Source: an optimization exercise on an open RTL-to-GDS flow (aim: small area and a short achievable clock period). Production flows keep margins and buffers that such runs may drop. In this exercise RTL edits were held to simulation tests only and were not proved equivalent to the original. Power figures rest on the tool's default switching activity, not on a simulated workload.

## joltage_select_sum
module joltage_select_sum #(
  parameter int MAX_K = 12,
  parameter int VAL_W = 40,
  parameter int SUM_W = 64,
  parameter int CNT_W = 32,
  localparam int KW   = $clog2(MAX_K+1)
)(
  input  logic             clk,
  input  logic             rst_n,
  input  logic [KW-1:0]    k_sel,
  input  logic [3:0]       in_digit,
  input  logic             in_last,
  input  logic             in_valid,
  output logic             in_ready,
  input  logic             sum_clr,
  output logic             line_valid,
  output logic [VAL_W-1:0] line_value,
  output logic             line_short,
  output logic [SUM_W-1:0] sum_out,
  output logic [CNT_W-1:0] lines_done,
  output logic [2:0]       error
);
Size: roughly 230 flip-flops.
==> module joltage_select_sum, before the edit <==
module joltage_select_sum #(
  parameter int MAX_K = 12,
  parameter int VAL_W = 40,
  parameter int SUM_W = 64,
  parameter int CNT_W = 32,
  localparam int KW   = $clog2(MAX_K+1)
)(
  input  logic             clk,
  input  logic             rst_n,
  input  logic [KW-1:0]    k_sel,
  input  logic [3:0]       in_digit,
  input  logic             in_last,
  input  logic             in_valid,
  output logic             in_ready,
  input  logic             sum_clr,
  output logic             line_valid,
  output logic [VAL_W-1:0] line_value,
  output logic             line_short,
  output logic [SUM_W-1:0] sum_out,
  output logic [CNT_W-1:0] lines_done,
  output logic [2:0]       error
);
  logic [MAX_K-1:0][3:0] dig, cand;
  logic [MAX_K-1:1] shf_q, asc_nxt, shf_nxt;
  logic [VAL_W-1:0] val_p, val_g, va_nxt, vb_nxt;
  logic [VAL_W-1:0] val;
  logic [KW-1:0]    cnt, k_r, k_nxt;
  logic             live, fin, rdy, in_line;
  logic             acc, upd, clr, dig_ok, k_ok, short_l, add_ok;
  logic [VAL_W:0]   add_lo;
  logic [SUM_W-1:0] sum_nxt;
  logic             carry;
  logic [CNT_W-1:0] lines_nxt;
  logic [2:0]       err_set;
  assign in_ready = rdy;
  assign acc      = in_valid && in_ready;
  assign dig_ok   = (in_digit <= 4'd9);
  assign upd      = acc && dig_ok;
  assign clr      = fin || !live;
  assign k_ok     = (k_sel != '0) && (k_sel <= KW'(MAX_K));
  assign short_l  = (cnt < k_r);
  assign add_ok   = fin && !short_l;
  assign k_nxt = in_line ? k_r : (k_ok ? k_sel : KW'(MAX_K));
  always_comb begin
    cand[0] = (shf_q[1] || in_digit > dig[0]) ? in_digit : dig[0];
    for (int j = 1; j < MAX_K; j++)
      cand[j] = shf_q[j] ? dig[j-1] : dig[j];
    for (int j = 1; j < MAX_K; j++)
      asc_nxt[j] = (KW'(j) < k_nxt) && (cand[j] < cand[j-1]);
    shf_nxt[MAX_K-1] = asc_nxt[MAX_K-1];
    for (int j = MAX_K-2; j >= 1; j--)
      shf_nxt[j] = shf_nxt[j+1] | asc_nxt[j];
  end
  jss_bcd2bin u_conv (.d(cand), .va(va_nxt), .vb(vb_nxt));
  assign line_valid = fin;
  assign line_short = fin && short_l;
  assign line_value = add_ok ? val : '0;
  jss_cpa_pg #(.W(VAL_W)) u_val (.p_in(val_p), .g_in(val_g), .s(val));
  jss_cpa_sklansky #(.W(VAL_W+1)) u_add (.a({1'b0, sum_out[VAL_W-1:0]}), .b({1'b0, line_value}), .s(add_lo));
  jss_inc #(.W(SUM_W-VAL_W)) u_inc_hi (.a(sum_out[SUM_W-1:VAL_W]), .ci(add_lo[VAL_W]), .s(sum_nxt[SUM_W-1:VAL_W]), .co(carry));
  assign sum_nxt[VAL_W-1:0] = add_lo[VAL_W-1:0];
  assign lines_nxt = lines_done + CNT_W'(fin);
  assign err_set = {carry,
                    (fin && short_l) || (acc && !in_line && !k_ok),
                    acc && !dig_ok};
  always_ff @(posedge clk or negedge rst_n) begin
    if (!rst_n) begin
      live    <= 1'b0;
      fin     <= 1'b0;
      rdy     <= 1'b0;
    end else begin
      live <= 1'b1;
      fin  <= acc && in_last;
      rdy  <= !(acc && in_last);
    end
  end
  always_ff @(posedge clk) begin
    if (clr) begin
      in_line <= 1'b0;
      dig     <= '0;
      shf_q   <= '0;
      cnt     <= '0;
    end else begin
      if (acc) in_line <= !in_last;
      if (upd) begin
        dig   <= cand;
        shf_q <= shf_nxt;
        if (cnt != KW'(MAX_K)) cnt <= cnt + 1'b1;
      end
    end
  end
  always_ff @(posedge clk) begin
    if (acc && !in_line) k_r <= k_ok ? k_sel : KW'(MAX_K);
    if (upd) begin
      val_p <= va_nxt ^ vb_nxt;
      val_g <= va_nxt & vb_nxt;
    end
  end
  always_ff @(posedge clk or negedge rst_n) begin
    if (!rst_n) begin
      sum_out    <= '0;
      lines_done <= '0;
      error      <= '0;
    end else if (sum_clr) begin
      sum_out    <= '0;
      lines_done <= '0;
      error      <= '0;
    end else begin
      error <= error | err_set;
      lines_done <= lines_nxt;
      sum_out    <= sum_nxt;
    end
  end
endmodule
==> flow/config.mk <==
export PLATFORM = sky130hd
export DESIGN_NAME = joltage_select_sum
export DESIGN_NICKNAME = joltage_select_sum
export VERILOG_FILES = /design/flow/design.v
export SDC_FILE = /design/flow/constraint.sdc
export NUM_CORES = 4
export LEC_CHECK = 0
export CAP_MARGIN = 20
export CORE_MARGIN = 2
export CORE_UTILIZATION = 55
export SETUP_SLACK_MARGIN = 4.4
export SLEW_MARGIN = 20
==> flow/constraint.sdc <==
create_clock -name core_clock -period 9.0 [get_ports {clk}]
set_input_delay 1.8000 -clock core_clock [delete_from_list [all_inputs] [get_ports {clk}]]
set_output_delay 1.8000 -clock core_clock [all_outputs]
set_load 0.01 [all_outputs]
standard.sh (not shown) runs the stock make flow with config.mk's settings and CLKGATE_MAP_FILE= SYNTH_SCRIPT=/design/flow/synth_recipe.tcl, a recipe that flattens the netlist after the stock synthesis.
==> flow/flow/run.sh <==
#!/bin/bash
set -euo pipefail
export BUFFER_PORTS_ARGS="-buffer_cell sky130_fd_sc_hd__buf_1"
export CTS_ARGS="-sink_clustering_enable -repair_clock_nets -dont_use_dummy_load"
bash standard.sh finish > standard_flow.log 2>&1
Change:
--- a/flow/design.v
+++ b/flow/design.v
@@ -57,9 +57,9 @@
   assign line_value = add_ok ? val : '0;
   jss_cpa_pg #(.W(VAL_W)) u_val (.p_in(val_p), .g_in(val_g), .s(val));
-  jss_cpa_sklansky #(.W(VAL_W+1)) u_add (.a({1'b0, sum_out[VAL_W-1:0]}), .b({1'b0, line_value}), .s(add_lo));
+  jss_cpa_sklansky #(.W(VAL_W+1)) u_add (.a({1'b0, sum_out[VAL_W-1:0]}), .b({1'b0, val}), .s(add_lo));
   jss_inc #(.W(SUM_W-VAL_W)) u_inc_hi (.a(sum_out[SUM_W-1:VAL_W]), .ci(add_lo[VAL_W]), .s(sum_nxt[SUM_W-1:VAL_W]), .co(carry));
   assign sum_nxt[VAL_W-1:0] = add_lo[VAL_W-1:0];
-  assign lines_nxt = lines_done + CNT_W'(fin);
-  assign err_set = {carry,
+  assign lines_nxt = lines_done + 1'b1;
+  assign err_set = {add_ok && carry,
                     (fin && short_l) || (acc && !in_line && !k_ok),
                     acc && !dig_ok};
@@ -108,6 +108,6 @@
     end else begin
       error <= error | err_set;
-      lines_done <= lines_nxt;
-      sum_out    <= sum_nxt;
+      if (fin) lines_done <= lines_nxt;
+      if (add_ok) sum_out <= sum_nxt;
     end
   end
What happened: Clock-buffer cell count decreases by 1. Final area increases by 3.3%. Total power increases by 16%. Setup slack got worse by 0.029 ns. Core utilization stays flat.

## re-timing with driven ports
No port has a modelled driver above. Below, the same layouts with a new extraction and two added sets of constraints.
Step 1, drivers: a clkbuf_16 drives clk and a buf_2 each remaining input, both assumed.
Step 2 adds t to the input delays and takes it off the output delays; t is the mean of the earliest and latest rising clock arrival at the registers after step 1. Input paths then give back, and output paths get back, about the clock's delay inside the block.
Slacks: no drivers / after step 1 / after step 2; pairs: no drivers / after step 1.
run | t (ns) | setup WS [ns] | clock arrival spread, ns | worst slew at a driven data input, ns
the first run | 0.579 | 4.336 / 4.282 / 4.026 | 0.054 / 0.053 | 0.03
the second run | 0.586 | 4.307 / 4.253 / 4.002 | 0.034 / 0.034 | 0.03
After both steps setup and hold are still met in every run listed. For the first run, which loses most, drivers alone change the setup slack by -0.054 ns; drivers and shift together by -0.310 ns.
